Context: an optimization exercise on an open-source flow, tuned for small area, a short achievable clock period and few clock cycles per item. The choices shown serve that exercise and are no tape-out recipe. In this exercise RTL edits were held to simulation tests only and were not proved equivalent to the original. No activity file was given, so power comes from the tool's default toggle rates.

wip/raven:
Design sha1_block_ctrl, start of the top module:
module sha1_block_ctrl (
  input  logic         clk,
  input  logic         reset,
  input  logic         init,
  input  logic         word_valid,
  output logic         word_ready,
  input  logic [31:0]  word_data,
  output logic         busy,
  output logic         digest_valid,
  output logic [159:0] digest
);
export LEC_CHECK = 0
export CAP_MARGIN = 20
export CORE_MARGIN = 2
export CORE_UTILIZATION = 65
export CTS_CLUSTER_DIAMETER = 60
export CTS_CLUSTER_SIZE = 24
export PLACE_DENSITY = 0.82
export SETUP_SLACK_MARGIN = 5.0
export SLEW_MARGIN = 20
create_clock -name core_clock -period 10.0 [get_ports {clk}]
standard.sh (not shown) runs the stock make flow with config.mk's settings and CLKGATE_MAP_FILE= SYNTH_SCRIPT=/design/flow/synth_recipe.tcl, a recipe that flattens the netlist after the stock synthesis.
==> flow/flow/run.sh <==
#!/bin/bash
# The standard layout (standard.sh), with three repair settings changed:
# the port buffers are sky130_fd_sc_hd__buf_2 rather than the delay buffer
# buffer_ports picks by default, clock tree synthesis adds no dummy loads and uses clkbuf_8, and
# timing repair aims for 5.4 ns of setup slack. Each tool's output is in
# standard.log and ORFS's logs under orfs/.
set -o pipefail
export BUFFER_PORTS_ARGS="-buffer_cell sky130_fd_sc_hd__buf_2"
export CTS_ARGS="-sink_clustering_enable -repair_clock_nets -sink_clustering_size 16 -sink_clustering_max_diameter 50 -dont_use_dummy_load -buf_list sky130_fd_sc_hd__clkbuf_8"
bash standard.sh SETUP_SLACK_MARGIN=5.4 finish > standard.log 2>&1
Testbench counts of wip/raven, summed over its fixed seeds: cycles 6,536, blocks 128.
> inputs changed (wip/raven -> wip/umber)
- PLACE_DENSITY changed from 0.82 to 0.8
- CORE_UTILIZATION changed from 65 to 72
## What came out
| length in cells of the worst reg-to-reg path | wip/umber vs wip/raven | 2 lower |. wip/umber finished all stages; the layout is clean. Number of antenna violations at the first check in global routing: wip/umber vs wip/raven down 1. Cmp wip/umber and wip/raven / layout overhead on the synthesized area / higher: wip/raven. | number of buffers on the longest clock path | wip/raven vs wip/umber | ≈ equal |. As far as count of input and output buffers goes, wip/umber and wip/raven are indistinguishable; the numbers are identical. wip/umber ended up with fewer standard cells than wip/raven. wip/umber vs wip/raven: clock group power down by a few percent. Compared to wip/raven, wip/umber has worst endpoint data arrival time 0.12 ns higher.
Modified inputs, wip/pepper compared to wip/umber
- changing PLACE_DENSITY from 0.8 to 0.65
- changing CORE_UTILIZATION from 72 to 55
diff --git a/flow/flow/run.sh b/flow/flow/run.sh
--- a/flow/flow/run.sh
+++ b/flow/flow/run.sh
@@ -4 +4 @@
-# buffer_ports picks by default, clock tree synthesis adds no dummy loads and uses clkbuf_8, and
+# buffer_ports picks by default, clock tree synthesis adds no dummy loads, and
@@ -9 +9 @@
-export CTS_ARGS="-sink_clustering_enable -repair_clock_nets -sink_clustering_size 16 -sink_clustering_max_diameter 50 -dont_use_dummy_load -buf_list sky130_fd_sc_hd__clkbuf_8"
+export CTS_ARGS="-sink_clustering_enable -repair_clock_nets -sink_clustering_size 24 -sink_clustering_max_diameter 60 -dont_use_dummy_load"
Results
wip/pepper ends up with lower number of buffers added for setup after CTS than wip/umber does. Summary of wip/pepper over wip/umber: detailed-route wire length on metal 1 up 19%; worst relative slew slack went down 4.0 points. The run showing the smaller wire length is wip/umber. Summary of wip/pepper over wip/umber: final cell count without fillers moved up; total CTS buffers went down; final worst setup slack up 0.13 ns; worst hold-check slack up 0.060 ns.
## Diff of input files: wip/zinc against wip/pepper
- swapping 55 for 65 in CORE_UTILIZATION
- swapping 0.65 for 0.75 in PLACE_DENSITY
==> flow/flow/run.sh <==
#!/bin/bash
# The standard layout (standard.sh), with three repair settings changed:
# the port buffers are sky130_fd_sc_hd__buf_2 rather than the delay buffer
# buffer_ports picks by default, clock tree synthesis adds no dummy loads and uses clkbuf_8, and
# timing repair aims for 5.3 ns of setup slack. Each tool's output is in
# standard.log and ORFS's logs under orfs/.
set -o pipefail
export BUFFER_PORTS_ARGS="-buffer_cell sky130_fd_sc_hd__buf_2"
export CTS_ARGS="-sink_clustering_enable -repair_clock_nets -sink_clustering_size 16 -sink_clustering_max_diameter 50 -dont_use_dummy_load -buf_list sky130_fd_sc_hd__clkbuf_8"
bash standard.sh SETUP_SLACK_MARGIN=5.3 finish > standard.log 2>&1
### Flow results
wip/zinc ended up with fewer standard cells than wip/pepper.
Looking at final worst-path cycle share, wip/zinc sits 2.5 points higher than wip/pepper does.
wip/zinc: largest net degree at the start of global routing higher than wip/pepper
For number of vias in the routed layout, wip/zinc and wip/pepper come out practically identical.
Input-level comparison between wip/violet and wip/zinc:
diff --git a/flow/flow/run.sh b/flow/flow/run.sh
--- a/flow/flow/run.sh
+++ b/flow/flow/run.sh
@@ -5 +5 @@
-# timing repair aims for 5.3 ns of setup slack. Each tool's output is in
+# timing repair aims for 5.4 ns of setup slack. Each tool's output is in
@@ -10 +10 @@
-bash standard.sh SETUP_SLACK_MARGIN=5.3 finish > standard.log 2>&1
+bash standard.sh SETUP_SLACK_MARGIN=5.4 finish > standard.log 2>&1
- Cell area after synthesis: wip/violet vs wip/zinc identical
- In wip/violet the part of the total power dissipated in combinational logic turned out 0.5 points higher than in wip/zinc.
- Per the comparison of wip/violet with wip/zinc, area of combinational cells with multiple inputs went up about 1.7%; total placed cells including tap cells held; count of buffers added by post-CTS timing repair for setup went up about 60%; final critical path time including I/O delays and setup went down 0.24 ns.
- wip/violet reports a higher tightest slew margin relative to the limit than wip/zinc does.
- | number of gates resized after CTS | wip/violet vs wip/zinc | 53% higher |
- From wip/violet to wip/zinc, synthesized cell count did not move at all.
- Against wip/zinc, wip/violet comes in 1.4 points higher on share of final-layout standard cells stronger than drive strength 1.

port drivers added, routing unchanged:
Ports are ideal in the flow. The routed layouts listed here were re-timed in OpenROAD. Step 1: set_driving_cell puts a clkbuf_16 on clk and a buf_2 on each other input, an assumption about the parent block. Step 2 adds t to the input delays and takes it off the output delays; t is the mean of the earliest and latest rising clock arrival at the registers after step 1. Input paths then give back, and output paths get back, about the clock's delay inside the block. Slacks: ideal ports / drivers / drivers and shift; pairs: ideal ports / drivers.
run | t, ns | setup slack, ns | clock arrival spread, ns
wip/raven | 0.765 | 5.317 / 5.317 / 5.294 | 0.114 / 0.114
wip/umber | 0.774 | 5.255 / 5.255 / 4.937 | 0.110 / 0.109
wip/pepper | 0.726 | 5.389 / 5.389 / 4.925 | 0.076 / 0.076
wip/zinc | 0.806 | 5.137 / 5.137 / 4.704 | 0.099 / 0.099
wip/violet | 0.787 | 5.378 / 5.378 / 5.121 | 0.105 / 0.105
After both steps setup and hold are still met in every run listed. The setup slack of wip/pepper, which loses most, moves by 0.000 ns with the drivers and by -0.464 ns with both steps.
